Source: an optimization exercise on an open RTL-to-GDS flow (aim: small area and a short achievable clock period). Production flows keep margins and buffers that such runs may drop. Function was checked by simulation only, so behaviour that the tests miss may differ from the original. No activity file was given, so power comes from the tool's default toggle rates. No driver is modelled on the clock port, so clocking that relies on it looks cheaper here than on a real chip.

==> build 87: inputs <==
Design bk_mem_ctrl, start of the top module:
module bk_mem_ctrl #(
  parameter int WIDTH      = 8,
  parameter int DATA_WIDTH = 2*WIDTH,
  parameter int DEPTH      = 200
) (
  input  logic                    clk,
  input  logic                    rst_n,
  input  logic                    reqValid,
  output logic                    reqReady,
  input  logic                    reqWrite,
  input  logic [WIDTH-1:0]        reqAddr,
  input  logic [DATA_WIDTH-1:0]   reqData,
  input  logic [DATA_WIDTH/8-1:0] reqByteEn,
  output logic                    rspValid,
  input  logic                    rspReady,
  output logic [DATA_WIDTH-1:0]   rspData,
  output logic                    rspErr,
  output logic                    initDone
);
==> flow/config.mk <==
export PLATFORM = sky130hd
export DESIGN_NAME = bk_mem_ctrl
export DESIGN_NICKNAME = bk_mem_ctrl
export VERILOG_FILES = /design/flow/design.v
export SDC_FILE = /design/flow/constraint.sdc
export NUM_CORES = 4
export LEC_CHECK = 0
export CAP_MARGIN = 20
export CORE_MARGIN = 2
export CORE_UTILIZATION = 60
export CTS_CLUSTER_DIAMETER = 100
export CTS_CLUSTER_SIZE = 30
export SETUP_SLACK_MARGIN = 1.3
export SLEW_MARGIN = 20
export SYNTH_HIERARCHICAL = 1
export SYNTH_MINIMUM_KEEP_SIZE = 0
==> flow/constraint.sdc <==
create_clock -name core_clock -period 4.0 [get_ports {clk}]
set_input_delay 0.8000 -clock core_clock [delete_from_list [all_inputs] [get_ports {clk}]]
set_output_delay 0.8000 -clock core_clock [all_outputs]
set_load 0.01 [all_outputs]
run.sh (not shown) runs the stock make flow with config.mk's settings and CLKGATE_MAP_FILE= SYNTH_SCRIPT=/design/flow/synth_recipe.tcl, a recipe that flattens the netlist after the stock synthesis.
==> build 93: changes against build 87 <==
--- a/flow/design.v
+++ b/flow/design.v
@@ -15,19 +15,20 @@
   input  logic                    rspReady,
   output logic [DATA_WIDTH-1:0]   rspData,
   output logic                    rspErr,
   output logic                    initDone
 );
   localparam int NB = DATA_WIDTH/8;
   localparam int NHI = (DEPTH + 15) / 16;
+  localparam int NPART = 3;   
   logic                  init_done_reg;
   logic [WIDTH-1:0]      ptr_reg;
   logic                  rsp_valid_reg;
   logic                  rsp_err_reg;
-  logic [DATA_WIDTH-1:0] rsp_data_reg;
+  logic [DATA_WIDTH-1:0][NPART-1:0] rsp_data_reg;
   logic [DEPTH-1:0][DATA_WIDTH-1:0] mem;
   logic [DEPTH-1:0][DATA_WIDTH-1:0] mem_nxt;
   logic                  in_range;
   logic                  req_ready;
   logic                  accept;
   logic                  rd_acc;
   logic                  wr_acc;
@@ -37,15 +38,15 @@
   logic [15:0]           rlo_n;      
   logic [NHI-1:0]        whi_n;      
   logic [NB-1:0][15:0]   wlo_n;      
   logic [DEPTH-1:0]                 rd_sel;
   logic [NB-1:0][DEPTH-1:0]         we;
   logic [NB-1:0][DEPTH-1:0]         hold;
   logic [DATA_WIDTH-1:0][DEPTH-1:0] mem_col;
-  logic [DATA_WIDTH-1:0]            rd;
+  logic [DATA_WIDTH-1:0][NPART-1:0] rd;
   assign in_range  = {1'b0, reqAddr} < (WIDTH+1)'(DEPTH);
   assign req_ready = init_done_reg && (!rsp_valid_reg || rspReady);
   assign accept    = reqValid && req_ready;
   assign rd_acc    = accept && !reqWrite;
   assign wr_acc    = accept && reqWrite;
   assign wdata = init_done_reg ? reqData : '0;
   always_comb
@@ -97,20 +98,24 @@
     end else if (rd_acc) begin
       rsp_valid_reg <= 1'b1;
     end else if (rspReady) begin
       rsp_valid_reg <= 1'b0;
     end
   end
   logic                  rd_hold;
-  logic [DATA_WIDTH-1:0] rsp_data_nxt;
+  logic [DATA_WIDTH-1:0][NPART-1:0] rsp_data_nxt;
   logic                  rsp_err_nxt;
   assign rd_hold = !rd_acc;
   generate
     for (genvar gd = 0; gd < DATA_WIDTH; gd++) begin : g_rsp
-      bk_hold u_rsp (.q(rsp_data_reg[gd]), .d(rd[gd]), .we(rd_acc), .hold(rd_hold), .y(rsp_data_nxt[gd]));
+      for (genvar gk = 0; gk < NPART; gk++) begin : g_part
+        bk_hold u_rsp (.q(rsp_data_reg[gd][gk]), .d(rd[gd][gk]), .we(rd_acc), .hold(rd_hold),
+                       .y(rsp_data_nxt[gd][gk]));
+      end
+      assign rspData[gd] = |rsp_data_reg[gd];
     end
   endgenerate
   bk_hold u_err (.q(rsp_err_reg), .d(!in_range), .we(rd_acc), .hold(rd_hold), .y(rsp_err_nxt));
   always_ff @(posedge clk) begin
     rsp_data_reg <= rsp_data_nxt;
     rsp_err_reg  <= rsp_err_nxt;
   end
@@ -130,19 +135,18 @@
       init_done_o_reg <= init_done_nxt;
       rsp_valid_o_reg <= rsp_valid_nxt;
       rdy_base_reg    <= init_done_nxt && !rsp_valid_nxt;
     end
   end
   assign reqReady = rdy_base_reg || (init_done_o_reg && rspReady);
   assign rspValid = rsp_valid_o_reg;
-  assign rspData  = rsp_data_reg;
   assign rspErr   = rsp_err_reg;
   assign initDone = init_done_o_reg;
 endmodule
-module bk_rd_col (input logic [199:0] sel, input logic [199:0] d, output logic y);
+module bk_rd_col (input logic [199:0] sel, input logic [199:0] d, output logic [2:0] y);
   logic t_0;
   bk_aoi222 u_t_0 (.s0(sel[0]), .d0(d[0]), .s1(sel[1]), .d1(d[1]), .s2(sel[2]), .d2(d[2]), .y_n(t_0));
   logic t_1;
   bk_aoi222 u_t_1 (.s0(sel[3]), .d0(d[3]), .s1(sel[4]), .d1(d[4]), .s2(sel[5]), .d2(d[5]), .y_n(t_1));
   logic t_2;
   bk_aoi222 u_t_2 (.s0(sel[6]), .d0(d[6]), .s1(sel[7]), .d1(d[7]), .s2(sel[8]), .d2(d[8]), .y_n(t_2));
   logic t_3;
@@ -327,21 +331,17 @@
   bk_inv u_r_25 (.a(r_16), .y(r_25));
   logic r_26;
   bk_nand3 u_r_26 (.a(r_17), .b(r_18), .c(r_19), .y(r_26));
   logic r_27;
   bk_nand3 u_r_27 (.a(r_20), .b(r_21), .c(r_22), .y(r_27));
   logic r_28;
   bk_nand3 u_r_28 (.a(r_23), .b(r_24), .c(r_25), .y(r_28));
-  logic r_29;
-  bk_nor2 u_r_29 (.a(r_26), .b(r_27), .y(r_29));
-  logic r_30;
-  bk_inv u_r_30 (.a(r_28), .y(r_30));
-  logic r_31;
-  bk_nand2 u_r_31 (.a(r_29), .b(r_30), .y(r_31));
-  assign y = r_31;
+  assign y[0] = r_26;
+  assign y[1] = r_27;
+  assign y[2] = r_28;
 endmodule
 module bk_aoi222 (input logic s0, d0, s1, d1, s2, d2, output logic y_n);
   assign y_n = !((s0 & d0) | (s1 & d1) | (s2 & d2));
 endmodule
 module bk_aoi22 (input logic s0, d0, s1, d1, output logic y_n);
   assign y_n = !((s0 & d0) | (s1 & d1));
 endmodule
==> comparison <==
Sequential power: build 93 is higher than build 87 (about 1%).
In build 93 the via count is larger than in build 87, by 0.32%.
In build 87 the maximum frequency is smaller than in build 93, by 7.4%.
Between build 87 and build 93, the lower cell area is in build 93 (gap 1.5%, measured against build 93).
In build 87 the total power is smaller than in build 93, by about 1.2%.
==> figures <==
Power per cell area: build 93 365 mW/mm^2; build 87 355 mW/mm^2
Count of placed standard cells including taps: build 93 12.9k; build 87 12.8k
Share of power burned in registers: build 93 0.671; build 87 0.672
Met2 wirelength from detailed routing: build 93 178000 microns; build 87 180000 microns
Finished Core Util: build 93 0.714; build 87 0.734
Switching pwr: build 93 10.1 mW; build 87 10.0 mW
Critical register-to-register path endpoint: build 93 mem[1074]$_DFF_P_; build 87 mem[1670]$_DFF_P_
Syn nets: build 93 9316; build 87 9236
Final cell count without fillers: build 93 13.1k; build 87 13.2k
Status: build 93 timing/DRC/antenna clean; build 87 timing/DRC/antenna clean
Clock group power: build 93 15.5 mW; build 87 15.1 mW
Clock group share of total power: build 93 0.320; build 87 0.317

re-timing with driven ports:
Ports are ideal in the flow. The routed layouts listed here were re-timed in OpenROAD.
Step 1 (the two cells are an assumption about what drives the block):
set clk [get_ports {clk}]
set_driving_cell -lib_cell sky130_fd_sc_hd__clkbuf_16 $clk
set_driving_cell -lib_cell sky130_fd_sc_hd__buf_2 [delete_from_list [all_inputs] $clk]
Step 2 adds t to the input delays and takes it off the output delays; t is the mean of the earliest and latest rising clock arrival at the registers after step 1. Input paths then give back, and output paths get back, about the clock's delay inside the block.
Slacks: ideal ports / drivers / drivers and shift; pairs: ideal ports / drivers.
| run | shift t [ns] | setup WS [ns] | worst setup path at the end | slew at the worst register clock pin (ns) | worst slew at a driven data input, ns |
|---|---|---|---|---|---|
| build 87 | 0.930 | 0.970 / 0.945 / 0.015 | input to register | 0.12 / 0.12 | 0.13 |
| build 93 | 0.935 | 1.195 / 1.132 / 0.197 | input to register | 0.12 / 0.12 | 0.16 |
After both steps setup and hold are still met in every run listed. For build 93, which loses most, drivers alone change the setup slack by -0.063 ns; drivers and shift together by -0.998 ns.
